Optimization exercise on an open flow, not production practice.
RTL: at most simulated, not proved equivalent.
Function not checked: runs 1 and 6.
Power: default activity.

==> flow/design.v, too long to show whole: its modules and the start of the top module <==
// module adsr_regs: 44 lines
// module adsr_div: 25 lines
// module adsr_mul: 691 lines
// module adsr_dp: 387 lines
// module adsr_envelope_generator: 56 lines
module adsr_envelope_generator #(
  parameter int POSITION_BITS = 24
) (
  input  wire         clk,
  input  wire         rst,
  input  wire         psel,
  input  wire         penable,
  input  wire         pwrite,
  input  wire  [3:0]  paddr,
  input  wire  [31:0] pwdata,
  output logic [31:0] prdata,
  output logic        pready,
  input  wire         s_axis_tvalid,
  output logic        s_axis_tready,
  input  wire  [23:0] s_axis_tdata,   
  input  wire  [1:0]  s_axis_tuser,   
  output logic        m_axis_tvalid,
  input  wire         m_axis_tready,
  output logic [39:0] m_axis_tdata    
);
  // ...
==> flow/flow/run.sh <==
#!/bin/bash
# standard synthesis, then the standard layout with small port buffers and a
# larger setup margin for repair_timing
set -euo pipefail
bash standard.sh synth > synth.log 2>&1
bash standard.sh "BUFFER_PORTS_ARGS=-buffer_cell sky130_fd_sc_hd__buf_2" SETUP_SLACK_MARGIN=8 finish > layout.log 2>&1
==> flow/standard.sh <==
#!/bin/bash
# synth_recipe.tcl (not shown) runs the flow's synth.tcl, then flattens the netlist and writes it again
# the make line also repeats each setting of config.mk as NAME=value (left out here)
make -C /OpenROAD-flow-scripts/flow DESIGN_CONFIG=/design/flow/config.mk WORK_HOME=/design/flow/orfs CLKGATE_MAP_FILE= SYNTH_SCRIPT=/design/flow/synth_recipe.tcl "${@:-finish}"
==> flow/config.mk <==
export PLATFORM = sky130hd
export DESIGN_NAME = adsr_envelope_generator
export DESIGN_NICKNAME = adsr_envelope_generator
export VERILOG_FILES = /design/flow/design.v
export SDC_FILE = /design/flow/constraint.sdc
export NUM_CORES = 4
export LEC_CHECK = 0
export CAP_MARGIN = 20
export CORE_MARGIN = 2
export CORE_UTILIZATION = 60
export CTS_BUF_LIST = sky130_fd_sc_hd__clkbuf_4 sky130_fd_sc_hd__clkbuf_8
export SLEW_MARGIN = 20
==> flow/constraint.sdc <==
create_clock -name core_clock -period 13.0 [get_ports {clk}]
set_input_delay 2.6000 -clock core_clock [delete_from_list [all_inputs] [get_ports {clk}]]
set_output_delay 2.6000 -clock core_clock [all_outputs]
set_load 0.01 [all_outputs]
==> impl_metrics.env, run 1 <==
export IMPL_outcome="timing/DRC/antenna clean"
export IMPL_area_sequential_mm2=0.01151
export IMPL_design_seq_count=449
export IMPL_cts_hold_buffers_added=0
export IMPL_pwr_share_seq_pct=35.0
export IMPL_wire_per_inst_um=22.67
export IMPL_worstHoldStart="u_dp.md_d[17]"
export IMPL_drt_pass1_iterations=8
export IMPL_fin_total_pwr_uw=4978
export IMPL_multiInputGateArea_mm2=0.02738
export IMPL_placement_io_buffers=120
export IMPL_final_setup_worst_slack_ns=8.075
export IMPL_detail_route_wirelength_um=129900
export IMPL_layout_nets=5362
export IMPL_share_of_the_synthesized_netlist_area_taken_by_xor_and_xnor_gates_pct=5.343
export IMPL_clock_area_share_pct=3.947
export IMPL_static_leakage_power_uw=0.01909
export IMPL_area_delta_synth_final_pct=11.52
export IMPL_postCtsResizedCells=71
export IMPL_numCtsBuffers=82
export IMPL_yosysMostFrequentCell="nand2_1"
export IMPL_netlist_area_mm2=0.04080
export IMPL_hold_ws_ns=0.4261
export IMPL_highest_layer="met5"
export IMPL_synth_top_cells_by_area="edfxtp_1, fa_1, dfxtp_1"
export IMPL_final_signal_inverter_count=436
export IMPL_synthDominantAreaCellType="edfxtp_1"
export IMPL_holdPathStages=0
export IMPL_maxSlewViolCount=0
export IMPL_utilization_pct=67.62
export IMPL_timing_final_setup_violations=0
export IMPL_seq_cell_share_pct=25.30
export IMPL_dominant_combinational_cell_family_by_area_after_synthesis="adder cells"
export IMPL_seq_power_uw=1740
export IMPL_core_area_mm2=0.06728
export IMPL_top_register="u_dp.out_d"
export IMPL_finalClockSkew_ns=0.03054
export IMPL_r2r_end="u_dp.pos[11]"
export IMPL_yosysSeqAreaShare_pct=28.19
export IMPL_finalWorstPathRequiredPeriod_ns=4.925
export IMPL_synth_simple_gate_area_share_pct=17.88
export IMPL_ioPinCount=144
export IMPL_detail_route_antenna_nets=0
export IMPL_synth_async_reset_ratio_pct=0
export IMPL_globalRouteTotalUtil_pct=36.35
==> module adsr_dp, before the edit <==
module adsr_dp (
  input  wire         clk,
  input  wire         rst,
  input  wire  [23:0] att_len,
  input  wire  [23:0] dec_len,
  input  wire  [15:0] sus_lvl,
  input  wire  [23:0] rel_len,
  input  wire         cfg_wr,
  input  wire         s_axis_tvalid,
  output logic        s_axis_tready,
  input  wire  [23:0] s_axis_tdata,
  input  wire  [1:0]  s_axis_tuser,
  output logic        m_axis_tvalid,
  input  wire         m_axis_tready,
  output logic [39:0] m_axis_tdata
);
  localparam logic [15:0] UNITY = adsr_pkg::UNITY;
  logic [2:0]  phase;
  logic [23:0] pos;
  logic [15:0] lvl;         
  logic [23:0] r;
  logic [15:0] rsl;
  logic        lvl0;        
  logic        cur_ok;
  logic        eng_busy;
  logic        eng_ok;
  logic [1:0]  eng_tag;
  logic [3:0]  eng_cnt;
  logic [15:0] eng_q;
  logic [23:0] eng_r;
  logic [15:0] k_q;
  logic [23:0] k_r;
  logic [7:0]  k_a;
  logic        k_ok;
  logic        k_busy;
  logic        k_add;       
  logic [4:0]  k_j;         
  logic        need_sync;
  logic        sync_on;     
  logic [1:0]  sync_ph;     
  logic [15:0] s_cl;
  assign s_cl = (sus_lvl > UNITY) ? UNITY : sus_lvl;
  logic ramp, is_att, is_dec, is_rel;
  assign is_att = (phase == adsr_pkg::PH_ATTACK);
  assign is_dec = (phase == adsr_pkg::PH_DECAY);
  assign is_rel = (phase == adsr_pkg::PH_RELEASE);
  assign ramp   = is_att || is_dec || is_rel;
  logic [23:0] len;
  always_comb begin
    case (phase)
      adsr_pkg::PH_ATTACK:  len = att_len;
      adsr_pkg::PH_DECAY:   len = dec_len;
      adsr_pkg::PH_RELEASE: len = rel_len;
      default:              len = '0;
    endcase
  end
  logic [35:0] out_d;       
  logic        md_v;        
  logic [19:0] md_d;        
  logic [15:0] md_ha, md_hb;
  logic        md_c;
  logic [15:0] cur_level;   
  assign cur_level = lvl0 ? 16'd0 : md_v ? md_d[15:0] : out_d[31:16];
  logic        bc_v;
  logic [1:0]  bc_kind;
  logic [7:0]  bc_a;
  logic [15:0] bc_smp;
  logic        c_fire;
  logic        is_smp;
  logic        hold;
  logic        blk;
  assign is_smp = (bc_kind == adsr_pkg::KIND_SAMPLE);
  assign hold   = m_axis_tvalid && !m_axis_tready;
  assign blk    = sync_on || (is_smp && (need_sync || (ramp && !(k_ok && k_a == bc_a))));
  assign c_fire = bc_v && !hold && !blk;
  logic        sk_v;
  logic [25:0] sk_d;
  logic        bc_free;
  logic        acc;
  assign s_axis_tready = !sk_v;
  assign acc     = s_axis_tvalid && !sk_v && !rst;
  assign bc_free = !bc_v || c_fire;
  always_ff @(posedge clk) begin
    if (rst) begin
      bc_v <= 1'b0;
      sk_v <= 1'b0;
    end else if (bc_free) begin
      bc_v <= sk_v || acc;
      sk_v <= 1'b0;
    end else if (acc) begin
      sk_v <= 1'b1;
    end
  end
  always_ff @(posedge clk) begin
    if (!sk_v) sk_d <= {s_axis_tuser, s_axis_tdata};
    if (bc_free) begin
      {bc_kind, bc_a, bc_smp} <= sk_v ? sk_d : {s_axis_tuser, s_axis_tdata};
    end
  end
  logic [23:0] k_n;
  logic [4:0]  k_msb;
  logic        k_go_item, k_go;
  logic [15:0] k_yq;
  logic [23:0] k_yr;
  logic [24:0] k_t0;
  logic [25:0] k_t1;
  logic        k_wrap;
  assign k_n = sync_on ? pos : {16'd0, bc_a};
  always_comb begin
    k_msb = '0;
    for (int i = 0; i < 24; i++) begin
      if (k_n[i]) k_msb = 5'(i);
    end
  end
  assign k_go_item = bc_v && is_smp && ramp && cur_ok && !need_sync && !sync_on &&
                     !(k_ok && k_a == bc_a) && !k_busy;
  assign k_go = k_go_item || (sync_on && sync_ph == 2'd0 && !k_busy && !k_ok);
  assign k_yq   = k_add ? eng_q : k_q;
  assign k_yr   = k_add ? eng_r : k_r;
  logic [25:0] k_xl, k_cs, k_cc;
  logic [15:0] k_qa, k_qb;
  assign k_xl   = ~{2'b0, len};
  assign k_cs   = {2'b0, k_r} ^ {2'b0, k_yr} ^ k_xl;
  assign k_cc   = {(({2'b0, k_r} & {2'b0, k_yr}) | ({2'b0, k_r} & k_xl) |
                    ({2'b0, k_yr} & k_xl)), 1'b0};
  assign k_t0   = {1'b0, k_r} + {1'b0, k_yr};
  assign k_t1   = k_cs + k_cc + 26'd1;
  assign k_wrap = !k_t1[25];
  assign k_qa   = k_q + k_yq;
  assign k_qb   = k_q + k_yq + 16'd1;
  logic [24:0] p_sum;
  logic        p_end;
  logic [2:0]  ph_next;
  assign p_sum = {1'b0, pos} + 25'(bc_a);
  assign p_end = (p_sum >= {1'b0, len});
  always_comb begin
    ph_next = phase;
    if (p_end) begin
      case (phase)
        adsr_pkg::PH_ATTACK:  ph_next = adsr_pkg::PH_DECAY;
        adsr_pkg::PH_DECAY:   ph_next = adsr_pkg::PH_SUSTAIN;
        adsr_pkg::PH_RELEASE: ph_next = adsr_pkg::PH_OFF;
        default: ;
      endcase
    end
  end
  logic        up_r, up_l;
  logic [25:0] x_rho, x_len, cs_s, cs_c;
  logic [25:0] s0, s1;
  logic        wrap;
  logic [23:0] r_new;
  logic [15:0] l_d, l_a, l_b, lvl_new;
  assign up_r  = !is_rel;
  assign up_l  = is_att;
  assign x_rho = up_r ? {2'b0, k_r} : ~{2'b0, k_r};
  assign x_len = up_r ? ~{2'b0, len} : {2'b0, len};
  assign s0    = {2'b0, r} + x_rho + 26'(!up_r);
  assign cs_s  = {2'b0, r} ^ x_rho ^ x_len;
  assign cs_c  = {(({2'b0, r} & x_rho) | ({2'b0, r} & x_len) | (x_rho & x_len)), 1'b0};
  assign s1    = cs_s + cs_c + 26'd1;
  assign wrap  = up_r ? !s1[25] : s0[25];
  assign r_new = wrap ? s1[23:0] : s0[23:0];
  assign l_d   = up_l ? k_q : ~k_q;
  assign l_a   = lvl + l_d;
  assign l_b   = lvl + l_d + 16'd1;
  assign lvl_new = (wrap == up_l) ? l_b : l_a;
  logic [15:0] lvl_entry;
  always_comb begin
    case (phase)
      adsr_pkg::PH_ATTACK:  lvl_entry = (att_len == '0) ? UNITY : 16'd0;
      adsr_pkg::PH_DECAY:   lvl_entry = UNITY;
      default:              lvl_entry = (rel_len == '0) ? 16'd0 : rsl;
    endcase
  end
  logic        div_start;
  logic [1:0]  job;
  logic [15:0] job_m;
  logic [23:0] div_len;
  logic [1:0]  need_tag;
  logic        k_need;
  assign need_tag = is_att ? adsr_pkg::JOB_A : is_dec ? adsr_pkg::JOB_D : adsr_pkg::JOB_R;
  assign cur_ok   = ramp && eng_ok && (eng_tag == need_tag);
  assign k_need   = ramp && (k_busy || sync_on || need_sync ||
                             (bc_v && is_smp && !(k_ok && k_a == bc_a)));
  assign job      = k_need ? need_tag :
                    is_att ? adsr_pkg::JOB_D :
                    (phase == adsr_pkg::PH_SUSTAIN) ? adsr_pkg::JOB_R : adsr_pkg::JOB_A;
  assign div_start = !((eng_busy || eng_ok) && (eng_tag == job));
  always_comb begin
    case (job)
      adsr_pkg::JOB_A: job_m = UNITY;
      adsr_pkg::JOB_D: job_m = 16'(UNITY - s_cl);
      default:         job_m = (phase == adsr_pkg::PH_SUSTAIN) ? s_cl : rsl;
    endcase
    case (eng_tag)
      adsr_pkg::JOB_A: div_len = att_len;
      adsr_pkg::JOB_D: div_len = dec_len;
      default:         div_len = rel_len;
    endcase
  end
  adsr_div u_div (
    .clk   (clk),
    .start (div_start),
    .m     (job_m),
    .len   (div_len),
    .run   (eng_busy),
    .q     (eng_q),
    .r     (eng_r)
  );
  logic sync_start, len_z;
  assign len_z = (len == '0);
  assign sync_start = !sync_on && need_sync && ramp && cur_ok && !(bc_v && !is_smp);
  always_ff @(posedge clk) begin
    if (rst) begin
      phase     <= adsr_pkg::PH_OFF;
      lvl       <= '0;
      lvl0      <= 1'b1;
      eng_busy  <= 1'b0;
      eng_ok    <= 1'b0;
      eng_tag   <= 2'd0;
      eng_cnt   <= '0;
      k_ok      <= 1'b0;
      k_busy    <= 1'b0;
      need_sync <= 1'b0;
      sync_on   <= 1'b0;
    end else begin
      if (eng_busy) begin
        eng_cnt <= eng_cnt + 4'd1;
        if (eng_cnt == 4'd15) begin
          eng_busy <= 1'b0;
          eng_ok   <= 1'b1;
        end
      end
      if (div_start) begin
        eng_busy <= 1'b1;
        eng_ok   <= 1'b0;
        eng_tag  <= job;
        eng_cnt  <= '0;
      end
      if (k_go) begin
        k_a   <= bc_a;
        k_add <= 1'b0;
        k_j   <= k_msb - 5'd1;
        if (k_n == '0) begin
          k_q  <= '0;
          k_r  <= '0;
        end else begin
          k_q  <= eng_q;
          k_r  <= eng_r;
        end
        k_ok   <= (k_msb == '0);
        k_busy <= (k_msb != '0);
      end else if (k_busy) begin
        k_q <= k_wrap ? k_qb : k_qa;
        k_r <= k_wrap ? k_t1[23:0] : k_t0[23:0];
        if (!k_add && k_n[k_j]) begin
          k_add <= 1'b1;
        end else begin
          k_add <= 1'b0;
          k_j   <= k_j - 5'd1;
          if (k_j == '0) begin
            k_busy <= 1'b0;
            k_ok   <= 1'b1;
          end
        end
      end
      if (need_sync && !ramp) begin
        need_sync <= 1'b0;
        if (phase == adsr_pkg::PH_SUSTAIN) lvl <= s_cl;
      end
      if (sync_start) begin
        need_sync <= 1'b0;
        lvl       <= lvl_entry;
        r         <= '0;
        if ({1'b0, pos} > {1'b0, len}) pos <= len;
        sync_on   <= !len_z;
        sync_ph   <= 2'd0;
        k_ok      <= 1'b0;
        k_busy    <= 1'b0;
      end
      if (sync_on) begin
        case (sync_ph)
          2'd0: if (k_ok) sync_ph <= 2'd1;
          2'd1: begin
            lvl     <= lvl_new;
            r       <= r_new;
            sync_ph <= 2'd2;
          end
          default: begin
            sync_on <= 1'b0;
            k_ok    <= 1'b0;
          end
        endcase
      end
      if (c_fire) begin
        case (bc_kind)
          adsr_pkg::KIND_ATTACK: begin
            phase     <= adsr_pkg::PH_ATTACK;
            lvl       <= (att_len == '0) ? UNITY : 16'd0;
            lvl0      <= 1'b1;
            pos       <= '0;
            r         <= '0;
            need_sync <= 1'b0;
            k_ok      <= 1'b0;
          end
          adsr_pkg::KIND_RELEASE: begin
            phase     <= adsr_pkg::PH_RELEASE;
            rsl       <= cur_level;
            lvl       <= (rel_len == '0) ? 16'd0 : cur_level;
            pos       <= '0;
            r         <= '0;
            need_sync <= 1'b0;
            k_ok      <= 1'b0;
            if (!(eng_tag == adsr_pkg::JOB_R && phase == adsr_pkg::PH_SUSTAIN &&
                  cur_level == s_cl)) begin
              eng_busy <= 1'b0;
              eng_ok   <= 1'b0;
            end
          end
          adsr_pkg::KIND_OFF: begin
            phase     <= adsr_pkg::PH_OFF;
            lvl       <= '0;
            need_sync <= 1'b0;
          end
          default: begin
            lvl0 <= 1'b0;
            if (ramp) begin
              if (p_end) begin
                phase <= ph_next;
                pos   <= '0;
                r     <= '0;
                k_ok  <= 1'b0;
                case (phase)
                  adsr_pkg::PH_ATTACK: lvl <= UNITY;
                  adsr_pkg::PH_DECAY:  lvl <= s_cl;
                  default:             lvl <= '0;
                endcase
              end else begin
                pos <= p_sum[23:0];
                lvl <= lvl_new;
                r   <= r_new;
              end
            end
          end
        endcase
      end
      if (cfg_wr) begin
        eng_busy  <= 1'b0;
        eng_ok    <= 1'b0;
        k_ok      <= 1'b0;
        k_busy    <= 1'b0;
        sync_on   <= 1'b0;
        need_sync <= 1'b1;
      end
    end
  end
  logic [15:0] mul_ha, mul_hb;
  logic        mul_c;
  adsr_mul u_mul (
    .s   (bc_smp),
    .l   (lvl),
    .ha  (mul_ha),
    .hb  (mul_hb),
    .c15 (mul_c)
  );
  always_ff @(posedge clk) begin
    if (rst) begin
      md_v          <= 1'b0;
      m_axis_tvalid <= 1'b0;
    end else if (!hold) begin
      md_v          <= c_fire && is_smp;
      m_axis_tvalid <= md_v;
    end
  end
  always_ff @(posedge clk) begin
    if (c_fire && is_smp) begin
      md_d  <= {(ph_next != adsr_pkg::PH_OFF), phase, lvl};
      md_ha <= mul_ha;
      md_hb <= mul_hb;
      md_c  <= mul_c;
    end
    if (!hold && md_v) begin
      out_d   <= {md_d, 16'(md_ha + md_hb + 16'(md_c))};
    end
  end
  assign m_axis_tdata = {4'd0, out_d};
endmodule
==> inputs of run 2 (changes only) <==
--- a/flow/design.v
+++ b/flow/design.v
@@ -1001,6 +1001,134 @@
   assign len_z = (len == '0);
   assign sync_start = !sync_on && need_sync && ramp && cur_ok && !(bc_v && !is_smp);
   always_ff @(posedge clk) begin
+    if (eng_busy) begin
+      eng_cnt <= eng_cnt + 4'd1;
+      if (eng_cnt == 4'd15) begin
+        eng_busy <= 1'b0;
+        eng_ok   <= 1'b1;
+      end
+    end
+    if (div_start) begin
+      eng_busy <= 1'b1;
+      eng_ok   <= 1'b0;
+      eng_tag  <= job;
+      eng_cnt  <= '0;
+    end
+    if (k_go) begin
+      k_a   <= bc_a;
+      k_add <= 1'b0;
+      k_j   <= k_msb - 5'd1;
+      if (k_n == '0) begin
+        k_q  <= '0;
+        k_r  <= '0;
+      end else begin
+        k_q  <= eng_q;
+        k_r  <= eng_r;
+      end
+      k_ok   <= (k_msb == '0);
+      k_busy <= (k_msb != '0);
+    end else if (k_busy) begin
+      k_q <= k_wrap ? k_qb : k_qa;
+      k_r <= k_wrap ? k_t1[23:0] : k_t0[23:0];
+      if (!k_add && k_n[k_j]) begin
+        k_add <= 1'b1;
+      end else begin
+        k_add <= 1'b0;
+        k_j   <= k_j - 5'd1;
+        if (k_j == '0) begin
+          k_busy <= 1'b0;
+          k_ok   <= 1'b1;
+        end
+      end
+    end
+    if (need_sync && !ramp) begin
+      need_sync <= 1'b0;
+      if (phase == adsr_pkg::PH_SUSTAIN) lvl <= s_cl;
+    end
+    if (sync_start) begin
+      need_sync <= 1'b0;
+      lvl       <= lvl_entry;
+      r         <= '0;
+      if ({1'b0, pos} > {1'b0, len}) pos <= len;
+      sync_on   <= !len_z;
+      sync_ph   <= 2'd0;
+      k_ok      <= 1'b0;
+      k_busy    <= 1'b0;
+    end
+    if (sync_on) begin
+      case (sync_ph)
+        2'd0: if (k_ok) sync_ph <= 2'd1;
+        2'd1: begin
+          lvl     <= lvl_new;
+          r       <= r_new;
+          sync_ph <= 2'd2;
+        end
+        default: begin
+          sync_on <= 1'b0;
+          k_ok    <= 1'b0;
+        end
+      endcase
+    end
+    if (c_fire) begin
+      case (bc_kind)
+        adsr_pkg::KIND_ATTACK: begin
+          phase     <= adsr_pkg::PH_ATTACK;
+          lvl       <= (att_len == '0) ? UNITY : 16'd0;
+          lvl0      <= 1'b1;
+          pos       <= '0;
+          r         <= '0;
+          need_sync <= 1'b0;
+          k_ok      <= 1'b0;
+        end
+        adsr_pkg::KIND_RELEASE: begin
+          phase     <= adsr_pkg::PH_RELEASE;
+          rsl       <= cur_level;
+          lvl       <= (rel_len == '0) ? 16'd0 : cur_level;
+          pos       <= '0;
+          r         <= '0;
+          need_sync <= 1'b0;
+          k_ok      <= 1'b0;
+          if (!(eng_tag == adsr_pkg::JOB_R && phase == adsr_pkg::PH_SUSTAIN &&
+                cur_level == s_cl)) begin
+            eng_busy <= 1'b0;
+            eng_ok   <= 1'b0;
+          end
+        end
+        adsr_pkg::KIND_OFF: begin
+          phase     <= adsr_pkg::PH_OFF;
+          lvl       <= '0;
+          need_sync <= 1'b0;
+        end
+        default: begin
+          lvl0 <= 1'b0;
+          if (ramp) begin
+            if (p_end) begin
+              phase <= ph_next;
+              pos   <= '0;
+              r     <= '0;
+              k_ok  <= 1'b0;
+              case (phase)
+                adsr_pkg::PH_ATTACK: lvl <= UNITY;
+                adsr_pkg::PH_DECAY:  lvl <= s_cl;
+                default:             lvl <= '0;
+              endcase
+            end else begin
+              pos <= p_sum[23:0];
+              lvl <= lvl_new;
+              r   <= r_new;
+            end
+          end
+        end
+      endcase
+    end
+    if (cfg_wr) begin
+      eng_busy  <= 1'b0;
+      eng_ok    <= 1'b0;
+      k_ok      <= 1'b0;
+      k_busy    <= 1'b0;
+      sync_on   <= 1'b0;
+      need_sync <= 1'b1;
+    end
     if (rst) begin
       phase     <= adsr_pkg::PH_OFF;
       lvl       <= '0;
@@ -1013,135 +1141,6 @@
       k_busy    <= 1'b0;
       need_sync <= 1'b0;
       sync_on   <= 1'b0;
-    end else begin
-      if (eng_busy) begin
-        eng_cnt <= eng_cnt + 4'd1;
-        if (eng_cnt == 4'd15) begin
-          eng_busy <= 1'b0;
-          eng_ok   <= 1'b1;
-        end
-      end
-      if (div_start) begin
-        eng_busy <= 1'b1;
-        eng_ok   <= 1'b0;
-        eng_tag  <= job;
-        eng_cnt  <= '0;
-      end
-      if (k_go) begin
-        k_a   <= bc_a;
-        k_add <= 1'b0;
-        k_j   <= k_msb - 5'd1;
-        if (k_n == '0) begin
-          k_q  <= '0;
-          k_r  <= '0;
-        end else begin
-          k_q  <= eng_q;
-          k_r  <= eng_r;
-        end
-        k_ok   <= (k_msb == '0);
-        k_busy <= (k_msb != '0);
-      end else if (k_busy) begin
-        k_q <= k_wrap ? k_qb : k_qa;
-        k_r <= k_wrap ? k_t1[23:0] : k_t0[23:0];
-        if (!k_add && k_n[k_j]) begin
-          k_add <= 1'b1;
-        end else begin
-          k_add <= 1'b0;
-          k_j   <= k_j - 5'd1;
-          if (k_j == '0) begin
-            k_busy <= 1'b0;
-            k_ok   <= 1'b1;
-          end
-        end
-      end
-      if (need_sync && !ramp) begin
-        need_sync <= 1'b0;
-        if (phase == adsr_pkg::PH_SUSTAIN) lvl <= s_cl;
-      end
-      if (sync_start) begin
-        need_sync <= 1'b0;
-        lvl       <= lvl_entry;
-        r         <= '0;
-        if ({1'b0, pos} > {1'b0, len}) pos <= len;
-        sync_on   <= !len_z;
-        sync_ph   <= 2'd0;
-        k_ok      <= 1'b0;
-        k_busy    <= 1'b0;
-      end
-      if (sync_on) begin
-        case (sync_ph)
-          2'd0: if (k_ok) sync_ph <= 2'd1;
-          2'd1: begin
-            lvl     <= lvl_new;
-            r       <= r_new;
-            sync_ph <= 2'd2;
-          end
-          default: begin
-            sync_on <= 1'b0;
-            k_ok    <= 1'b0;
-          end
-        endcase
-      end
-      if (c_fire) begin
-        case (bc_kind)
-          adsr_pkg::KIND_ATTACK: begin
-            phase     <= adsr_pkg::PH_ATTACK;
-            lvl       <= (att_len == '0) ? UNITY : 16'd0;
-            lvl0      <= 1'b1;
-            pos       <= '0;
-            r         <= '0;
-            need_sync <= 1'b0;
-            k_ok      <= 1'b0;
-          end
-          adsr_pkg::KIND_RELEASE: begin
-            phase     <= adsr_pkg::PH_RELEASE;
-            rsl       <= cur_level;
-            lvl       <= (rel_len == '0) ? 16'd0 : cur_level;
-            pos       <= '0;
-            r         <= '0;
-            need_sync <= 1'b0;
-            k_ok      <= 1'b0;
-            if (!(eng_tag == adsr_pkg::JOB_R && phase == adsr_pkg::PH_SUSTAIN &&
-                  cur_level == s_cl)) begin
-              eng_busy <= 1'b0;
-              eng_ok   <= 1'b0;
-            end
-          end
-          adsr_pkg::KIND_OFF: begin
-            phase     <= adsr_pkg::PH_OFF;
-            lvl       <= '0;
-            need_sync <= 1'b0;
-          end
-          default: begin
-            lvl0 <= 1'b0;
-            if (ramp) begin
-              if (p_end) begin
-                phase <= ph_next;
-                pos   <= '0;
-                r     <= '0;
-                k_ok  <= 1'b0;
-                case (phase)
-                  adsr_pkg::PH_ATTACK: lvl <= UNITY;
-                  adsr_pkg::PH_DECAY:  lvl <= s_cl;
-                  default:             lvl <= '0;
-                endcase
-              end else begin
-                pos <= p_sum[23:0];
-                lvl <= lvl_new;
-                r   <= r_new;
-              end
-            end
-          end
-        endcase
-      end
-      if (cfg_wr) begin
-        eng_busy  <= 1'b0;
-        eng_ok    <= 1'b0;
-        k_ok      <= 1'b0;
-        k_busy    <= 1'b0;
-        sync_on   <= 1'b0;
-        need_sync <= 1'b1;
-      end
     end
   end
   logic [15:0] mul_ha, mul_hb;
==> flow/flow/run.sh (replaced) <==
#!/bin/bash
# standard synthesis, then the standard layout with small port buffers and a
# larger setup margin for repair_timing
set -euo pipefail
bash standard.sh synth > synth.log 2>&1
bash standard.sh "BUFFER_PORTS_ARGS=-buffer_cell sky130_fd_sc_hd__buf_2" SETUP_SLACK_MARGIN=9 finish > layout.log 2>&1
==> run 2 against run 1 <==
Compared with the run above: critical path type unchanged; critical path depth did not move; sequential share of layout area fell by 3.1 points; largest cell class unchanged; highest routed layer unchanged; power rose by 59%; sequential cell count did not move; combinational power rose to 2.6 times the previous value; worst hold slack got worse by 0.0073 ns; final area rose by 9.4%; first-iteration DRC count rose by 5.1%; largest power group is now combinational logic.
==> impl_metrics.env, run 2 <==
export IMPL_startpoint_type="flip-flop"
export IMPL_outcome="timing/DRC/antenna clean"
export IMPL_top_register="u_dp.out_d"
export IMPL_worst_path_class_setup="flip-flop to flip-flop"
export IMPL_drv_cap=0
export IMPL_antenna_found_initial=7
export IMPL_number_of_flip_flops_under_the_largest_register_name=36
export IMPL_r2r_setup_slack_ns=7.85
export IMPL_globalRouteTotalUtil_pct=40.15
export IMPL_share_of_the_synthesized_netlist_area_taken_by_xor_and_xnor_gates_pct=5.373
export IMPL_fin_setup_tns_ns=0
export IMPL_synthDominantAreaCellType="edfxtp_1"
export IMPL_synth_largest_type_area_fraction_pct=14.98
export IMPL_netlist_area_mm2=0.04010
export IMPL_setup_repair_after_global_routing_missed_its_margin="true"
export IMPL_detail_route_antenna_nets=0
export IMPL_critical_path_endpoint_type="flip-flop"
export IMPL_yosys_area_share_adder_pct=20.71
export IMPL_start_util_pct=60.77
export IMPL_cp_slowest_cell="a22oi_2"
export IMPL_synth_top_cells_by_area="edfxtp_1, fa_1, dfxtp_1"
export IMPL_post_synth_num_cell_types=99
export IMPL_layout_worst_path_cycle_share_pct=39.61
export IMPL_area_sequential_mm2=0.01105
export IMPL_number_of_standard_cell_rows_in_the_floorplan=94
export IMPL_cp_required_ns=13.59
export IMPL_most_frequent_standard_cell_in_the_layout_excluding_fill_and_tap_cells="nand2_1"
export IMPL_post_synth_mux_area_share_pct=4.780
export IMPL_drt_pass1_iterations=8
export IMPL_tritoncts="done"
export IMPL_compound_gate_fraction_of_synth_area_pct=17.76
export IMPL_detailedRoute_firstIterationViolations=4053
export IMPL_maxSlewViolCount=0
export IMPL_area_delta_synth_final_pct=24.14
export IMPL_route_detailed_drc=0
export IMPL_top_regs="u_dp.out_d (36), u_dp.sk_d (26)"
export IMPL_synth_simple_gate_area_share_pct=17.71
export IMPL_core_area_mm2=0.06598
export IMPL_multiInputGateArea_mm2=0.02966
export IMPL_ys_flop_type="dfxtp_1"
export IMPL_drt_via_density=6.409
export IMPL_relSlewSlack_pct=16.34
export IMPL_synth_async_reset_ratio_pct=0
export IMPL_layout_cells_most_common_list="nand2_1, inv_1, a21oi_1"
export IMPL_cts_reportedPaths_clkPinSlew_ns=0.07
export IMPL_yosysSeqAreaShare_pct=27.41
export IMPL_post_route_cells_drive_above_1_share_pct=25.40
export IMPL_worst_slew_pin_slew_ns=1.251
export IMPL_hold_ws_ns=0.4187
export IMPL_placement_io_buffers=120
export IMPL_finalClockSkew_ns=0.04230
export IMPL_first_global_vias=34930
export IMPL_ioPinCount=144
export IMPL_cts_htree_levels=3
export IMPL_numCtsBuffers=82
export IMPL_timing_fmax_mhz=194.2
export IMPL_pre_cts_ws_ns=6.606
export IMPL_final_setup_worst_slack_ns=7.851
export IMPL_worst_endpoint_arrival_ns=5.73
export IMPL_static_leakage_power_uw=0.02105
export IMPL_cp_top_delay_family="compound AO/OA/AOI/OAI gates"
export IMPL_synth_enable_flop_cells=200
export IMPL_cts_root_buffer="clkbuf_8"
export IMPL_timing_final_setup_violations=0
export IMPL_slowest_delay_ns=0.51
export IMPL_finalWeightedCongestion=0.9813
export IMPL_critical_path_max_fanout=8
export IMPL_clk_path_buf_depth=3
export IMPL_power_density_cell_area_mw_per_mm2=158.7
export IMPL_synth_cells=4585
export IMPL_cts_hold_buffers_added=0
export IMPL_dominant_combinational_cell_family_by_area_after_synthesis="adder cells"
export IMPL_insertion_delay_ns=0.74
export IMPL_grt_pass1_wl_um=212000
export IMPL_finalWorstPathRequiredPeriod_ns=5.149
export IMPL_syn_area_per_cell_um2=8.746
export IMPL_full_die_area_mm2=0.06891
export IMPL_critical_path_cell_chain="nor2b_4 -> buf_6 -> buf_16 -> a22oi_2 -> o21a_4 -> inv_6 -> o21ai_4 -> fa_1 -> ha_4 -> and3_4 -> and3_4 -> o211ai_1 -> buf_4 -> nand3_4 -> a21oi_4 -> o31ai_4 -> buf_4 -> o21ai_4 -> buf_12 -> o21ai_1 -> o22ai_1 -> a22oi_1 -> o22ai_2"
export IMPL_detail_route_wirelength_um=146500
export IMPL_routed_via_count=37700
export IMPL_fp_dieW_um=262.5
export IMPL_worst_ir_drop_vdd_mv=0.1148
export IMPL_ys_warns=3
export IMPL_min_delay_path_class="flip-flop to flip-flop"
export IMPL_hold_viol_final=0
export IMPL_synthTopCellsByCount="nand2_1, inv_1, a21oi_1"
export IMPL_clock_sink_count=449
export IMPL_grt_start_max_net_pins=94
export IMPL_cp_num_buf_inv=6
export IMPL_wire_per_inst_um=24.91
export IMPL_layout_nets=5532
export IMPL_ys_ff_latch=449
export IMPL_floorplan_die_height_um=262.5
export IMPL_post_dp_hpwl_um=94830
export IMPL_overflow=0
export IMPL_yosysMostFrequentCell="nand2_1"
export IMPL_final_fill_count=4807
==> run 2: cell families after synthesis <==
family          after synthesis
simple gates               1466
compound gates             1113
buf+inv                     642
fa+ha+maj                   512
flops                       449
xor+xnor                    246
mux                         155
other cells                   2
==> run 2: stage by stage <==
step                      util (%)  power (uW)  cells  cell area (um2)
final                        75.44        7899   5882            49780
after global routing         75.44        8279   5881            49780
after CTS                    72.35        7299   5779            47740
after detailed placement     63.38        4990   5387            41820
after global placement       63.38        4948   5387            41820
after floorplan                  -        4206   4596            40950
==> run 2: repair_timing <==
action / 4_1_cts / 5_1_grt
pin swaps: 210 / 196
hold endpoints to repair: 0 / 0
cloned: 27 / 4
gates resized for setup: 461 / 260
setup endpoints to repair: 274 / 200
buffers inserted: 216 / 95
==> run 2: worst register-to-register path, cell delays in order (launching register included) <==
cell and delay, ns:
dfxtp_4 0.39, nor2b_4 0.16, buf_6 0.14, buf_16 0.14, a22oi_2 0.51, o21a_4 0.28, inv_6 0.07, o21ai_4 0.13
fa_1 0.45, ha_4 0.29, and3_4 0.19, and3_4 0.17, o211ai_1 0.10, buf_4 0.18, nand3_4 0.09, a21oi_4 0.07
o31ai_4 0.22, buf_4 0.17, o21ai_4 0.05, buf_12 0.16, o21ai_1 0.43, o22ai_1 0.21, a22oi_1 0.28, o22ai_2 0.11
==> run 2: final timing paths <==
check	start	to	cells after the start
worst max-delay path	u_dp.phase[1]	u_dp.r[0]	23
worst min-delay path	u_dp.md_d[18]	u_dp.out_d[34]	0
worst max register to register	u_dp.phase[1]	u_dp.r[0]	23
worst min register to register	u_dp.md_d[18]	u_dp.out_d[34]	0
==> run 2: final cells by class <==
| cell class | instances | share of cell area (%) |
|---|---|---|
| inverter | 390 | 3.059 |
| clock buffer | 118 | 2.948 |
| antenna | 2 | 0.01005 |
| tap | 864 | 2.172 |
| clock inverter | 31 | 0.6912 |
| sequential | 449 | 22.20 |
| multi-input combinational | 3516 | 59.59 |
| timing repair buffer | 512 | 9.333 |
==> run 2: per-layer routing <==
metal	GRT usage, %	wire, um
met1	52.91	55300
met2	60.31	62910
met3	9.295	17030
met4	24.23	11250
met5	0	59
==> run 2: power breakdown <==
group / leakage (uW) / switching (uW) / internal, uW
Sequential: 0.00392 / 150 / 1670
Clock: 0.000959 / 689 / 838
Combinational: 0.0162 / 2570 / 1980
Total: 0.0211 / 3410 / 4490
Testbench counts of run 2, summed over its fixed seeds: cycles 45,584, items 43,471.
==> inputs of run 3 (changes only) <==
==> flow/flow/run.sh (replaced) <==
#!/bin/bash
# standard synthesis, then the standard layout with small port buffers and a
# larger setup margin for repair_timing
set -euo pipefail
bash standard.sh synth > synth.log 2>&1
bash standard.sh "BUFFER_PORTS_ARGS=-buffer_cell sky130_fd_sc_hd__buf_2" SETUP_SLACK_MARGIN=8 finish > layout.log 2>&1
--- a/flow/config.mk
+++ b/flow/config.mk
@@ -7,6 +7,6 @@
 export LEC_CHECK = 0
 export CAP_MARGIN = 20
 export CORE_MARGIN = 2
-export CORE_UTILIZATION = 60
+export CORE_UTILIZATION = 70
 export CTS_BUF_LIST = sky130_fd_sc_hd__clkbuf_4 sky130_fd_sc_hd__clkbuf_8
 export SLEW_MARGIN = 20
==> run 3 against run 2 <==
Compared with the run above: still clean on timing, DRC and antenna; utilization rose by 4.3 points; synthesized area did not move; power fell by 12%; sequential cell count stayed put; critical path type unchanged; critical endpoint is now u_dp.k_q[14]; largest power group unchanged; highest routed layer unchanged.
==> impl_metrics.env, run 3 <==
export IMPL_number_of_standard_cell_rows_in_the_floorplan=87
export IMPL_ioPinCount=144
export IMPL_post_dp_hpwl_um=91380
export IMPL_area_sequential_mm2=0.01101
export IMPL_top_regs="u_dp.out_d (36), u_dp.sk_d (26)"
export IMPL_cts_root_buffer="clkbuf_8"
export IMPL_yosysMostFrequentCell="nand2_1"
export IMPL_min_delay_path_class="flip-flop to flip-flop"
export IMPL_finalWeightedCongestion=1.007
export IMPL_post_route_cells_drive_above_1_share_pct=15.16
export IMPL_clk_path_buf_depth=3
export IMPL_cts_htree_levels=3
export IMPL_core_area_mm2=0.05650
export IMPL_slowest_delay_ns=0.58
export IMPL_detail_route_antenna_nets=0
export IMPL_full_die_area_mm2=0.05921
export IMPL_ys_ff_latch=449
export IMPL_cp_required_ns=13.43
export IMPL_yosysSeqAreaShare_pct=27.41
export IMPL_critical_path_max_fanout=8
export IMPL_post_synth_num_cell_types=99
export IMPL_overflow=0
export IMPL_synth_top_cells_by_area="edfxtp_1, fa_1, dfxtp_1"
export IMPL_ys_warns=3
export IMPL_critical_path_cell_chain="buf_6 -> nor3b_4 -> buf_12 -> buf_6 -> buf_4 -> a21oi_4 -> inv_2 -> fa_2 -> inv_2 -> ha_4 -> a211oi_2 -> o21bai_1 -> o311a_1 -> o22a_2 -> o221a_4 -> o211ai_1 -> nor4_2 -> and4_1 -> nor3b_2 -> xnor2_1 -> o21ai_0"
export IMPL_final_setup_worst_slack_ns=7.951
export IMPL_grtUsageMet3_pct=11.25
export IMPL_insertion_delay_ns=0.71
export IMPL_worst_slew_pin_slew_ns=1.289
export IMPL_power_combinational_fraction_pct=50.3
export IMPL_setup_repair_after_global_routing_missed_its_margin="true"
export IMPL_worst_endpoint_arrival_ns=5.47
export IMPL_grt_start_max_net_pins=98
export IMPL_placement_io_buffers=120
export IMPL_numCtsBuffers=79
export IMPL_finalWorstPathRequiredPeriod_ns=5.049
export IMPL_cp_slowest_cell="fa_2"
export IMPL_hold_viol_final=0
export IMPL_wire_per_inst_um=23.59
export IMPL_synth_enable_flop_cells=200
export IMPL_worst_ir_drop_vdd_mv=0.1576
export IMPL_netlist_area_mm2=0.04010
export IMPL_top_register="u_dp.out_d"
export IMPL_multiInputGateArea_mm2=0.02773
export IMPL_grt_util_met2_pct=63.55
export IMPL_power_switching_share_pct=42.43
export IMPL_area_delta_synth_final_pct=12.31
export IMPL_busiest_layer="met2"
export IMPL_maxSlewViolCount=0
export IMPL_clock_sink_count=449
export IMPL_p_switching_uw=2937
export IMPL_worst_path_class_setup="flip-flop to flip-flop"
export IMPL_synthDominantAreaCellType="edfxtp_1"
export IMPL_timing_fmax_mhz=198.1
export IMPL_pre_cts_ws_ns=6.305
export IMPL_layout_nets=5285
export IMPL_detail_route_wirelength_um=130400
export IMPL_finalClockSkew_ns=0.03706
export IMPL_first_global_vias=34430
export IMPL_synthTopCellsByCount="nand2_1, inv_1, a21oi_1"
export IMPL_internal_power_uw=3986
export IMPL_route_detailed_drc=0
export IMPL_synth_largest_type_area_fraction_pct=14.98
export IMPL_drt_pass1_iterations=9
export IMPL_pwr_share_seq_pct=26.7
export IMPL_synth_cells=4585
export IMPL_tritoncts="done"
export IMPL_grt_pass1_wl_um=196800
export IMPL_most_frequent_standard_cell_in_the_layout_excluding_fill_and_tap_cells="nand2_1"
export IMPL_syn_area_per_cell_um2=8.746
export IMPL_critical_path_endpoint_type="flip-flop"
export IMPL_fin_setup_tns_ns=0
export IMPL_drv_cap=0
export IMPL_layout_worst_path_cycle_share_pct=38.84
export IMPL_static_leakage_power_uw=0.01920
export IMPL_synth_async_reset_ratio_pct=0
export IMPL_startpoint_type="flip-flop"
export IMPL_outcome="timing/DRC/antenna clean"
export IMPL_start_util_pct=70.98
export IMPL_routed_via_count=36480
export IMPL_layout_cells_most_common_list="nand2_1, inv_1, a21oi_1"
export IMPL_relSlewSlack_pct=14.05
export IMPL_drt_via_density=6.601
export IMPL_utilization_pct=79.72
export IMPL_timing_final_setup_violations=0
export IMPL_power_density_cell_area_mw_per_mm2=153.7
export IMPL_globalRouteTotalUtil_pct=42.91
export IMPL_fp_dieW_um=243.3
export IMPL_detailedRoute_firstIterationViolations=4115
export IMPL_antenna_found_initial=2
export IMPL_power_clock_fraction_pct=23.0
export IMPL_cts_reportedPaths_clkPinSlew_ns=0.07
export IMPL_final_fill_count=3823
export IMPL_floorplan_die_height_um=243.3
export IMPL_globalRouteMet1Util_pct=55.94
export IMPL_number_of_flip_flops_under_the_largest_register_name=36
export IMPL_ys_flop_type="dfxtp_1"
run 3: cell count changes in the layout (fill, tap and decap cells not counted), moves of 31 or more:
cell / delta
a21oi_1: +32
o21ai_0: +65
fa_1: +31
buf_4: -138
buf_6: -47
fa_2: -31
run 3: worst paths after layout:
kind | from | end | slack [ns] | cells past startpoint
min reg2reg | u_dp.md_d[18] | u_dp.out_d[34] | 0.41 | 0
max reg2reg | flip-flop | u_dp.k_q[14] | 7.95 | 21
max | flip-flop | u_dp.k_q[14] | 7.95 | 21
min | u_dp.md_d[18] | u_dp.out_d[34] | 0.41 | 0
run 3: cells by family (layout without fill, tap and decap cells):
kind of cell,after synthesis,count (layout),synth area share [%]
AO/OA/AOI/OAI,1113,1113,17.76
XOR/XNOR,246,246,5.373
adder cells (fa/ha/maj),512,512,20.71
buffers and inverters,642,812,6.234
flip-flops,449,449,27.41
multiplexers,155,155,4.780
other,2,15,0.01873
AND/OR/NAND/NOR,1466,1468,17.71
run 3: final cells by class:
class                           count  share of cell area (%)
Timing Repair Buffer              277                   4.434
Antenna cell                        2                 0.01111
Sequential cell                   449                   24.44
Clock buffer                      107                   3.048
Clock inverter                     38                   1.086
Tap cell                          756                   2.100
Multi-Input combinational cell   3507                   61.58
Inverter                          390                   3.303
run 3: power by group through the flow:
stage               clock [uW]  sequential (uW)  combinational [uW]
global placement             0             1860                2920
CTS                       1590             1830                3200
floorplan                    0             1770                2290
detailed placement           0             1870                3000
global route              1650             1850                3810
finish                    1590             1850                3490
run 3: repair_timing:
item,4_1_cts,5_1_grt
cloned,5,0
setup buffers,40,53
hold buffers,0,0
endpoints found under the setup margin,133,125
pin swaps,22,61
resized for setup,129,131
run 3: critical path: cells and delay by family, from the launching register on:
kind,cells,cell delay (ns)
AO/OA/AOI/OAI,8,2.00
XOR/XNOR,1,0.20
adder cells (fa/ha/maj),2,0.82
buffers and inverters,6,0.78
flip-flops,1,0.41
AND/OR/NAND/NOR,4,0.57
run 3: metal layers:
layer  vias to the layer above  share of wire, %
li1                      16220                 -
met5                         -             0.064
met3                       555                12
met2                      2330                43
met4                         4               7.4
met1                     17370                37
run 3: per-stage QoR:
stage	area [um2]	power (uW)	instances	hold WS (ns)
final	45040	6923	5526	0.4093
after global routing	45030	7307	5525	0.4421
after CTS	44000	6628	5470	0.4148
after detailed placement	41200	4865	5280	0.4045
after global placement	41200	4783	5280	0.4024
after floorplan	40170	4059	4596	0.4003
==> inputs of run 4 (changes only) <==
--- a/flow/config.mk
+++ b/flow/config.mk
@@ -7,6 +7,7 @@
 export LEC_CHECK = 0
 export CAP_MARGIN = 20
 export CORE_MARGIN = 2
-export CORE_UTILIZATION = 70
+export CORE_UTILIZATION = 60
 export CTS_BUF_LIST = sky130_fd_sc_hd__clkbuf_4 sky130_fd_sc_hd__clkbuf_8
 export SLEW_MARGIN = 20
+export TNS_END_PERCENT = 10
==> run 4 against run 3 <==
Compared with the run above: worst setup slack better by 0.035 ns; sequential share of layout area is 0.26 points higher; sequential power hardly changed; first-iteration DRC count is 10% lower; highest routed layer is now met4; utilization is 12 points lower; register-to-register slack better by 0.03 ns; critical endpoint unchanged; wire length is 0.19% higher.
==> impl_metrics.env, run 4 <==
export IMPL_finalClockSkew_ns=0.05498
export IMPL_timing_fmax_mhz=199.4
export IMPL_netlist_area_mm2=0.04010
export IMPL_synthTopCellsByCount="nand2_1, inv_1, a21oi_1"
export IMPL_cts_htree_levels=3
export IMPL_cp_slowest_cell="or4b_2"
export IMPL_core_area_mm2=0.06598
export IMPL_numCtsBuffers=84
export IMPL_outcome="timing/DRC/antenna clean"
export IMPL_maxSlewViolCount=0
export IMPL_synth_largest_type_area_fraction_pct=14.98
export IMPL_yosysSeqAreaShare_pct=27.41
export IMPL_synthDominantAreaCellType="edfxtp_1"
export IMPL_worst_ir_drop_vdd_mv=0.1852
export IMPL_globalRouteTotalUtil_pct=37.25
export IMPL_routed_via_count=35250
export IMPL_top_regs="u_dp.out_d (36), u_dp.sk_d (26)"
export IMPL_ys_warns=3
export IMPL_r2r_setup_slack_ns=7.99
export IMPL_cp_top_delay_family="compound AO/OA/AOI/OAI gates"
export IMPL_number_of_flip_flops_under_the_largest_register_name=36
export IMPL_dpl_cell_count=5397
export IMPL_met1_layer_wirelength_in_the_final_routing_um=52690
export IMPL_clk_path_buf_depth=3
export IMPL_floorplan_die_height_um=262.5
export IMPL_full_die_area_mm2=0.06891
export IMPL_wire_per_inst_um=23.24
export IMPL_fin_total_pwr_uw=6658
export IMPL_timing_final_setup_violations=0
export IMPL_placed_cell_area_mm2=0.04141
export IMPL_drv_cap=0
export IMPL_finalWorstPathRequiredPeriod_ns=5.014
export IMPL_post_synth_num_cell_types=99
export IMPL_fin_setup_tns_ns=0
export IMPL_cp_depth=18
export IMPL_layout_cells_non_filler=5622
export IMPL_yosysMostFrequentCell="nand2_1"
export IMPL_finalWeightedCongestion=0.9626
export IMPL_detail_route_antenna_nets=0
export IMPL_highest_layer="met4"
export IMPL_synth_top_cells_by_area="edfxtp_1, fa_1, dfxtp_1"
export IMPL_ys_flop_type="dfxtp_1"
export IMPL_cpMostUsedCell="inv_1"
export IMPL_cts_reportedPaths_clkPinSlew_ns=0.06
export IMPL_met2_wirelength_um=57080
export IMPL_synth_async_reset_ratio_pct=0
export IMPL_critical_path_cell_chain="nor2b_4 -> buf_8 -> a22oi_1 -> nor2_1 -> a21oi_4 -> inv_1 -> fa_1 -> inv_1 -> ha_1 -> a21oi_2 -> or4b_2 -> o221a_4 -> o211ai_1 -> nor4_2 -> and4_1 -> nor3b_2 -> xnor2_1 -> o21ai_0"
export IMPL_min_delay_path_class="flip-flop to flip-flop"
export IMPL_static_leakage_power_uw=0.01902
export IMPL_synth_cells=4585
export IMPL_post_dp_hpwl_um=96220
export IMPL_relSlewSlack_pct=19.73
export IMPL_layout_nets=5269
export IMPL_setup_repair_after_global_routing_missed_its_margin="true"
export IMPL_final_fill_count=5504
export IMPL_cp_num_buf_inv=3
export IMPL_worstRegToRegCells=18
export IMPL_grt_start_max_net_pins=77
export IMPL_cp_required_ns=13.43
export IMPL_worst_slew_pin_slew_ns=1.203
export IMPL_drt_pass1_iterations=8
export IMPL_worst_path_class_setup="flip-flop to flip-flop"
export IMPL_insertion_delay_ns=0.74
export IMPL_route_detailed_drc=0
export IMPL_start_util_pct=60.77
export IMPL_critical_path_max_fanout=19
export IMPL_holdPathStages=0
export IMPL_hold_viol_final=0
export IMPL_first_global_vias=33330
export IMPL_wl_met3_um=12670
export IMPL_most_frequent_standard_cell_in_the_layout_excluding_fill_and_tap_cells="nand2_1"
export IMPL_detailedRoute_firstIterationViolations=3700
export IMPL_top_register="u_dp.out_d"
export IMPL_worst_endpoint_arrival_ns=5.44
export IMPL_syn_area_per_cell_um2=8.746
export IMPL_fp_dieW_um=262.5
export IMPL_layout_worst_path_cycle_share_pct=38.57
export IMPL_cts_root_buffer="clkbuf_8"
export IMPL_fin_area_mm2=0.04456
export IMPL_area_delta_synth_final_pct=11.14
export IMPL_antenna_found_initial=2
export IMPL_layout_cells_most_common_list="nand2_1, inv_1, a21oi_1"
export IMPL_startpoint_type="flip-flop"
export IMPL_number_of_standard_cell_rows_in_the_floorplan=94
export IMPL_grt_pass1_wl_um=198500
export IMPL_drt_via_density=6.271
export IMPL_critical_path_endpoint_type="flip-flop"
export IMPL_tritoncts="done"
export IMPL_slowest_delay_ns=0.64
export IMPL_synth_enable_flop_cells=200
export IMPL_cts_hold_buffers_added=0
export IMPL_power_density_cell_area_mw_per_mm2=149.4
export IMPL_ys_ff_latch=449
export IMPL_placement_io_buffers=120
export IMPL_clock_sink_count=449
export IMPL_overflow=0
export IMPL_detail_route_wirelength_um=130600
export IMPL_ioPinCount=144
export IMPL_post_route_cells_drive_above_1_share_pct=13.73
-- run 4: cell count changes in the layout (fill, tap and decap cells not counted), moves of 5 or more --
cell       change
ha_4           -5
o21ai_0        +6
nor2_1         +7
clkbuf_4       +9
buf_4         -19
clkinv_1      +13
a22oi_1        +8
clkinv_2       -6
a22oi_2        -8
bufinv_16      -8
ha_1           +6
-- run 4: path summary, 6_finish.rpt --
| path | startpoint | end |
|---|---|---|
| hold reg to reg | u_dp.md_d[16] | u_dp.out_d[32] |
| setup reg to reg | u_dp.phase[1] | u_dp.k_q[14] |
| setup / recovery | u_dp.phase[1] | u_dp.k_q[14] |
| hold / removal | u_dp.md_d[16] | u_dp.out_d[32] |
-- run 4: what timing repair did --
item	4_1_cts	5_1_grt
setup buffers	33	27
resized for setup	109	66
cloned	3	2
pin swaps	18	34
endpoints found under the setup margin	131	93
-- run 4: layer usage --
metal | vias up | global-route usage, %
li1 | 16170 | -
met1 | 17050 | 50.06
met2 | 1685 | 56.98
met3 | 345 | 7.562
met4 | 0 | 19.51
met5 | - | 0
-- run 4: layout make-up --
cell class	count	area, um2	area share [%]
Tap cell	864	1081	2.426
Sequential cell	449	11010	24.70
Multi-Input combinational cell	3505	27390	61.47
Inverter	390	1479	3.319
Clock buffer	118	1468	3.293
Timing Repair Buffer	258	1837	4.122
Clock inverter	37	297.8	0.6682
Antenna cell	1	2.502	0.005615
-- run 4: power by group --
part / leakage, uW / switching, uW / internal (uW)
clock: 0.000930 / 691 / 798
combinational: 0.0142 / 2000 / 1330
sequential: 0.00391 / 168 / 1670
-- run 4: cell families (layout without fill, tap and decap cells) --
group	count (synthesis)	in the layout	share of synthesized area, %
adders and majority gates	512	512	20.71
xor gates and xnor gates	246	246	5.373
DFF	449	449	27.41
buffers and inverters	642	803	6.234
muxes	155	155	4.780
other	2	14	0.01873
and+or+nand+nor	1466	1466	17.71
AOI/OAI and AO/OA	1113	1113	17.76
-- run 4: per-stage QoR --
step / hold WS, ns / utilization (%) / worst slack, ns
floorplan: 0.4003 / - / 8.008
global placement: 0.4010 / 62.76 / 6.349
detailed placement: 0.4063 / 62.76 / 6.226
CTS: 0.4202 / 66.62 / 7.883
global route: 0.4176 / 67.54 / 7.867
finish: 0.4195 / 67.54 / 7.986
==> inputs of run 5 (changes only) <==
--- a/flow/config.mk
+++ b/flow/config.mk
@@ -10,4 +10,3 @@
 export CORE_UTILIZATION = 60
 export CTS_BUF_LIST = sky130_fd_sc_hd__clkbuf_4 sky130_fd_sc_hd__clkbuf_8
 export SLEW_MARGIN = 20
-export TNS_END_PERCENT = 10
==> run 5 against run 4 <==
Compared with the run above: via count rose by 0.40%; cell count is 0.34% higher; worst setup slack better by 0.096 ns; sequential cell count did not move; largest power group unchanged; clock power hardly changed; critical path depth rose by 2; final area rose by 0.68%; register-to-register slack gained 0.096 ns.
==> impl_metrics.env, run 5 <==
export IMPL_outcome="timing/DRC/antenna clean"
export IMPL_critical_path_endpoint_type="flip-flop"
export IMPL_setup_worst_path_start="u_dp.phase[1]"
export IMPL_syn_area_per_cell_um2=8.746
export IMPL_drt_pass1_iterations=10
export IMPL_layout_nets=5288
export IMPL_timing_fmax_mhz=203.3
export IMPL_area_delta_synth_final_pct=11.89
export IMPL_detail_route_wirelength_um=131400
export IMPL_drt_via_density=6.275
export IMPL_worst_path_class_setup="flip-flop to flip-flop"
export IMPL_floorplan_die_height_um=262.5
export IMPL_clock_sink_count=449
export IMPL_maxSlewViolCount=0
export IMPL_synth_async_reset_ratio_pct=0
export IMPL_synth_top_cells_by_area="edfxtp_1, fa_1, dfxtp_1"
export IMPL_rr_startpoint="u_dp.phase[1]"
export IMPL_tritoncts="done"
export IMPL_drv_cap=0
export IMPL_finalWorstPathRequiredPeriod_ns=4.918
export IMPL_cpMostUsedCell="inv_2"
export IMPL_detailedRoute_firstIterationViolations=3661
export IMPL_globalRouteTotalUtil_pct=37.26
export IMPL_synth_cells=4585
export IMPL_yosysSeqAreaShare_pct=27.41
export IMPL_cts_root_buffer="clkbuf_8"
export IMPL_power_density_cell_area_mw_per_mm2=149.4
export IMPL_wire_per_inst_um=23.29
export IMPL_worst_endpoint_arrival_ns=5.35
export IMPL_layout_cells_most_common_list="nand2_1, inv_1, a21oi_1"
export IMPL_most_frequent_standard_cell_in_the_layout_excluding_fill_and_tap_cells="nand2_1"
export IMPL_finalWeightedCongestion=0.9626
export IMPL_synthTopCellsByCount="nand2_1, inv_1, a21oi_1"
export IMPL_ys_ff_latch=449
export IMPL_cp_required_ns=13.43
export IMPL_post_route_cells_drive_above_1_share_pct=14.61
export IMPL_setup_repair_after_global_routing_missed_its_margin="true"
export IMPL_numCtsBuffers=84
export IMPL_overflow=0
export IMPL_fin_setup_tns_ns=0
export IMPL_yosysMostFrequentCell="nand2_1"
export IMPL_synth_enable_flop_cells=200
export IMPL_ioPinCount=144
export IMPL_startpoint_type="flip-flop"
export IMPL_worstHoldStart="u_dp.md_d[16]"
export IMPL_number_of_flip_flops_under_the_largest_register_name=36
export IMPL_ys_warns=3
export IMPL_min_delay_path_class="flip-flop to flip-flop"
export IMPL_grt_start_max_net_pins=77
export IMPL_routed_via_count=35400
export IMPL_worst_slew_pin_slew_ns=1.266
export IMPL_full_die_area_mm2=0.06891
export IMPL_antenna_found_initial=2
export IMPL_timing_final_setup_violations=0
export IMPL_synth_largest_type_area_fraction_pct=14.98
export IMPL_clk_path_buf_depth=3
export IMPL_detail_route_antenna_nets=0
export IMPL_relSlewSlack_pct=15.55
export IMPL_cp_slowest_cell="fa_1"
export IMPL_post_dp_hpwl_um=96220
export IMPL_first_global_vias=33380
export IMPL_finalClockSkew_ns=0.05526
export IMPL_slowest_delay_ns=0.58
export IMPL_hold_viol_final=0
export IMPL_top_regs="u_dp.out_d (36), u_dp.sk_d (26)"
export IMPL_number_of_standard_cell_rows_in_the_floorplan=94
export IMPL_grt_pass1_wl_um=198700
export IMPL_cts_htree_levels=3
export IMPL_cts_reportedPaths_clkPinSlew_ns=0.06
export IMPL_critical_path_max_fanout=19
export IMPL_insertion_delay_ns=0.74
export IMPL_placement_io_buffers=120
export IMPL_critical_path_cell_chain="nor2b_4 -> buf_6 -> a22oi_1 -> nor2_2 -> a21oi_4 -> inv_2 -> fa_1 -> inv_2 -> ha_4 -> a211oi_2 -> o21bai_2 -> o311a_1 -> o22a_2 -> o221a_4 -> o211ai_1 -> nor4_2 -> and4_1 -> nor3b_2 -> xnor2_1 -> o21ai_0"
export IMPL_static_leakage_power_uw=0.01911
export IMPL_cp_num_buf_inv=3
export IMPL_start_util_pct=60.77
export IMPL_top_register="u_dp.out_d"
export IMPL_netlist_area_mm2=0.04010
export IMPL_hold_ws_ns=0.4190
export IMPL_route_detailed_drc=0
export IMPL_worst_ir_drop_vdd_mv=0.1690
export IMPL_layout_worst_path_cycle_share_pct=37.83
export IMPL_ys_flop_type="dfxtp_1"
export IMPL_cp_top_delay_family="compound AO/OA/AOI/OAI gates"
export IMPL_synthDominantAreaCellType="edfxtp_1"
export IMPL_fp_dieW_um=262.5
export IMPL_post_synth_num_cell_types=99
export IMPL_core_area_mm2=0.06598
[run 5: routing by layer]
metal  vias to the layer above  part of all wire, %  track usage [%]
li1                      16190                    -                -
met1                     17160                   40            50.12
met2                      1698                   44            57.30
met3                       348                  9.6            7.403
met4                         0                  6.0            19.04
met5                         -                    0                0
[run 5: area by class of cell]
class                      count  area, um2
fill                        5487      21110
clock buffer                 118       1468
inverter                     390       1483
clock inverter                37      297.8
timing repair buffer         277       1979
multi-input combinational   3505      27550
sequential                   449      11010
tap                          864       1081
antenna                        1      2.502
[run 5: cells by family after synthesis]
kind of cell	share of synthesized area, %
AO/OA/AOI/OAI	17.76
flip-flops	27.41
XOR/XNOR	5.373
adder cells (fa/ha/maj)	20.71
multiplexers	4.780
other	0.01873
buffers and inverters	6.234
AND/OR/NAND/NOR	17.71
[run 5: report_power, final]
group,switching (uW),internal (uW)
logic,2020,1350
registers,169,1670
clock network,694,798
[run 5: final timing paths]
| path | end | slack [ns] | depth (start not counted) |
|---|---|---|---|
| setup / recovery | u_dp.k_q[14] | 8.08 | 20 |
| hold / removal | u_dp.out_d[32] | 0.42 | 0 |
| setup reg to reg | u_dp.k_q[14] | 8.08 | 20 |
| hold reg to reg | u_dp.out_d[32] | 0.42 | 0 |
[run 5: what timing repair did]
item / CTS / global route
buffers inserted: 37 / 42
hold buffers: 0 / 0
resized for setup: 116 / 97
pin swaps: 20 / 53
setup endpoints to repair: 131 / 90
gates cloned: 3 / 2
[run 5: metrics by stage]
stage / util, % / area [um2] / setup slack [ns] / instances / total power (uW)
after floorplan: - / 40170 / 8.008 / 4596 / 4059
after global routing: 68.00 / 44870 / 7.927 / 5641 / 7126
final: 68.00 / 44870 / 8.082 / 5641 / 6705
after detailed placement: 62.76 / 41410 / 6.226 / 5397 / 4920
after global placement: 62.76 / 41410 / 6.349 / 5397 / 4864
after CTS: 66.73 / 44030 / 7.979 / 5592 / 6536
==> inputs of run 6 (changes only) <==
--- a/flow/design.v
+++ b/flow/design.v
@@ -921,8 +921,14 @@
   logic [24:0] p_sum;
   logic        p_end;
   logic [2:0]  ph_next;
+  logic [25:0] pe_x, pe_s, pe_c, pe_t;
   assign p_sum = {1'b0, pos} + 25'(bc_a);
-  assign p_end = (p_sum >= {1'b0, len});
+  assign pe_x  = ~{2'b0, len};
+  assign pe_s  = {2'b0, pos} ^ {18'd0, bc_a} ^ pe_x;
+  assign pe_c  = {(({2'b0, pos} & {18'd0, bc_a}) | ({2'b0, pos} & pe_x) |
+                   ({18'd0, bc_a} & pe_x)), 1'b0};
+  assign pe_t  = pe_s + pe_c + 26'd1;
+  assign p_end = !pe_t[25];
   always_comb begin
     ph_next = phase;
     if (p_end) begin
==> run 6 against run 5 <==
Compared with the run above: combinational power shrank 25%; global-route usage shrank 2.0 points; worst setup slack lost 0.063 ns; clock skew grew 0.025 ns; first-iteration DRC count shrank 19%; sequential cell count is the same.
==> impl_metrics.env, run 6 <==
export IMPL_outcome="timing/DRC/antenna clean"
export IMPL_cts_root_buffer="clkbuf_8"
export IMPL_route_detailed_drc=0
export IMPL_synth_enable_flop_cells=200
export IMPL_yosysSeqAreaShare_pct=27.32
export IMPL_layout_cells_most_common_list="nand2_1, inv_1, a21oi_1"
export IMPL_netlist_area_mm2=0.04023
export IMPL_relSlewSlack_pct=24.97
export IMPL_drt_pass1_iterations=6
export IMPL_grt_pass1_wl_um=189700
export IMPL_wire_per_inst_um=22.21
export IMPL_maxSlewViolCount=0
export IMPL_tritoncts="done"
export IMPL_layout_worst_path_cycle_share_pct=38.31
export IMPL_detailedRoute_firstIterationViolations=2969
export IMPL_min_delay_path_class="flip-flop to flip-flop"
export IMPL_cp_required_ns=13.40
export IMPL_setup_worst_path_start="u_dp.phase[2]"
export IMPL_endpoint="u_dp.k_q[8]"
export IMPL_synth_largest_type_area_fraction_pct=14.93
export IMPL_top_regs="u_dp.out_d (36), u_dp.sk_d (26)"
export IMPL_ys_flop_type="dfxtp_1"
export IMPL_cts_htree_levels=3
export IMPL_fp_dieW_um=263.0
export IMPL_cts_reportedPaths_clkPinSlew_ns=0.07
export IMPL_syn_area_per_cell_um2=8.709
export IMPL_ys_warns=3
export IMPL_drt_via_density=6.183
export IMPL_first_global_vias=33520
export IMPL_grt_start_max_net_pins=84
export IMPL_top_register="u_dp.out_d"
export IMPL_core_area_mm2=0.06610
export IMPL_finalWeightedCongestion=0.9940
export IMPL_ioPinCount=144
export IMPL_power_clock_fraction_pct=25.7
export IMPL_timing_fmax_mhz=200.8
export IMPL_r2r_setup_slack_ns=8.02
export IMPL_finalWorstPathRequiredPeriod_ns=4.981
export IMPL_critical_path_max_fanout=15
export IMPL_power_density_cell_area_mw_per_mm2=132.5
export IMPL_layout_nets=5287
export IMPL_placement_io_buffers=120
export IMPL_internal_power_uw=3469
export IMPL_r2r_end="u_dp.k_q[8]"
export IMPL_post_synth_num_cell_types=103
export IMPL_final_fill_count=5715
export IMPL_p_switching_uw=2403
export IMPL_synth_top_cells_by_area="edfxtp_1, fa_1, dfxtp_1"
export IMPL_drv_cap=0
export IMPL_pwr_share_seq_pct=31.1
export IMPL_hold_viol_final=0
export IMPL_rr_startpoint="u_dp.phase[2]"
export IMPL_post_route_cells_drive_above_1_share_pct=12.27
export IMPL_number_of_flip_flops_under_the_largest_register_name=36
export IMPL_finalClockSkew_ns=0.07997
export IMPL_worst_ir_drop_vdd_mv=0.1119
export IMPL_detail_route_wirelength_um=125000
export IMPL_synthDominantAreaCellType="edfxtp_1"
export IMPL_worst_path_class_setup="flip-flop to flip-flop"
export IMPL_fin_area_mm2=0.04433
export IMPL_number_of_standard_cell_rows_in_the_floorplan=94
export IMPL_start_util_pct=60.87
export IMPL_placed_cell_area_mm2=0.04141
export IMPL_power_combinational_fraction_pct=43.2
export IMPL_clock_sink_count=449
export IMPL_insertion_delay_ns=0.76
export IMPL_critical_path_endpoint_type="flip-flop"
export IMPL_overflow=0
export IMPL_detail_route_antenna_nets=0
export IMPL_synthTopCellsByCount="nand2_1, inv_1, a21oi_1"
export IMPL_full_die_area_mm2=0.06915
export IMPL_power_switching_share_pct=40.93
export IMPL_area_delta_synth_final_pct=10.17
export IMPL_static_leakage_power_uw=0.01857
export IMPL_setup_repair_after_global_routing_missed_its_margin="true"
export IMPL_post_dp_hpwl_um=91110
export IMPL_antenna_found_initial=2
export IMPL_worst_slew_pin_slew_ns=1.122
export IMPL_globalRouteTotalUtil_pct=35.28
export IMPL_worst_endpoint_arrival_ns=5.38
export IMPL_yosysMostFrequentCell="nand2_1"
export IMPL_floorplan_die_height_um=263.0
export IMPL_worstRegToRegCells=21
export IMPL_numCtsBuffers=81
export IMPL_routed_via_count=34790
export IMPL_synth_cells=4620
export IMPL_most_frequent_standard_cell_in_the_layout_excluding_fill_and_tap_cells="nand2_1"
export IMPL_synth_async_reset_ratio_pct=0
export IMPL_clk_path_buf_depth=3
export IMPL_fin_setup_tns_ns=0
export IMPL_ys_ff_latch=449
export IMPL_startpoint_type="flip-flop"
export IMPL_timing_final_setup_violations=0
## run 6: cell count changes in the layout (fill, tap and decap cells not counted), moves of 13 or more
| cell | change |
|---|---|
| a211oi_2 | -15 |
| a21oi_1 | -13 |
| buf_4 | -63 |
| fa_1 | +17 |
| inv_1 | +47 |
| mux2i_1 | -30 |
| nand3_1 | +29 |
| nand3b_1 | -23 |
| nor2_1 | -25 |
| nor3_1 | +32 |
| o211ai_1 | -13 |
| o21a_1 | +14 |
| o21ai_0 | +27 |
| xnor2_1 | +13 |
## run 6: per-stage QoR
| step | utilization [%] | power, uW | cells | hold slack (ns) | worst slack [ns] |
|---|---|---|---|---|---|
| 2_1_floorplan | - | 3547 | 4631 | 0.4003 | 7.979 |
| 3_3_place_gp | 62.66 | 4135 | 5422 | 0.4144 | 6.917 |
| 3_5_place_dp | 62.66 | 4173 | 5422 | 0.4211 | 6.834 |
| 4_1_cts | 66.03 | 5729 | 5596 | 0.4357 | 7.866 |
| 5_1_grt | 67.05 | 6233 | 5625 | 0.4554 | 7.876 |
| 6_report | 67.06 | 5872 | 5627 | 0.4410 | 8.019 |
## run 6: critical path, stage by stage (launching register included)
cell and delay, ns:
dfxtp_4 0.37, nor3b_4 0.16, buf_12 0.14, buf_6 0.13, buf_4 0.18, clkbuf_16 0.21
a21oi_2 0.25, inv_1 0.18, fa_1 0.52, inv_1 0.05, ha_1 0.22, or3_1 0.44
a311oi_2 0.20, buf_4 0.18, o31ai_1 0.09, buf_4 0.18, a2111oi_4 0.44, clkbuf_16 0.24
nor2_2 0.08, and4b_1 0.21, xnor2_1 0.12, o21ai_0 0.08
## run 6: what timing repair did
action / CTS / global route
setup endpoints to repair: 115 / 82
gates resized for setup: 57 / 85
setup buffers: 19 / 18
hold endpoints to repair: 0 / 0
pin swaps: 10 / 18
hold buffers: 0 / 0
cloned: 4 / 8
## run 6: worst min-delay path by stage
stage	from	endpoint	depth (start not counted)
after floorplan	u_dp.md_d[16]	u_dp.out_d[32]	0
after global placement	u_dp.md_d[19]	u_dp.out_d[35]	0
after detailed placement	u_dp.md_d[19]	u_dp.out_d[35]	0
after CTS	u_dp.md_d[8]	u_dp.out_d[24]	0
after global routing	u_dp.md_d[14]	u_dp.out_d[30]	0
final	u_dp.md_d[8]	u_dp.out_d[24]	0
## run 6: cells by family (layout without fill, tap and decap cells)
family | Yosys count | count (layout) | synth area share, %
AOI/OAI and AO/OA | 1119 | 1120 | 17.62
buffers and inverters | 680 | 805 | 6.583
DFF | 449 | 449 | 27.32
and+or+nand+nor | 1482 | 1483 | 17.89
other | 2 | 16 | 0.01867
adders and majority gates | 526 | 526 | 21.38
xor gates and xnor gates | 240 | 240 | 5.224
muxes | 122 | 124 | 3.971
## run 6: layout make-up
| class | count | area, um2 | area share [%] |
|---|---|---|---|
| repair buffers | 212 | 1568 | 3.537 |
| multi-input cells | 3506 | 27170 | 61.30 |
| inverters | 442 | 1674 | 3.777 |
| flip-flops and latches | 449 | 11010 | 24.83 |
| clock inverters | 24 | 212.7 | 0.4799 |
| well taps | 864 | 1081 | 2.439 |
| diodes | 3 | 7.507 | 0.01694 |
| clock buffers | 127 | 1604 | 3.619 |
## run 6: power by group through the flow
stage | Combinational, uW | Sequential (uW) | Clock, uW
after floorplan | 1820 | 1730 | 0
final | 2530 | 1830 | 1510
after global routing | 2810 | 1840 | 1590
after CTS | 2380 | 1820 | 1530
after detailed placement | 2320 | 1850 | 0
after global placement | 2290 | 1850 | 0
## run 6: metal layers
metal | global-route usage (%) | share of wire [%] | vias to the layer above
met1 | 42.31 | 38 | 16720
met2 | 58.73 | 47 | 1455
li1 | - | - | 16200
met3 | 5.388 | 7.2 | 420
met5 | 0 | 0 | -
met4 | 24.12 | 7.6 | 0
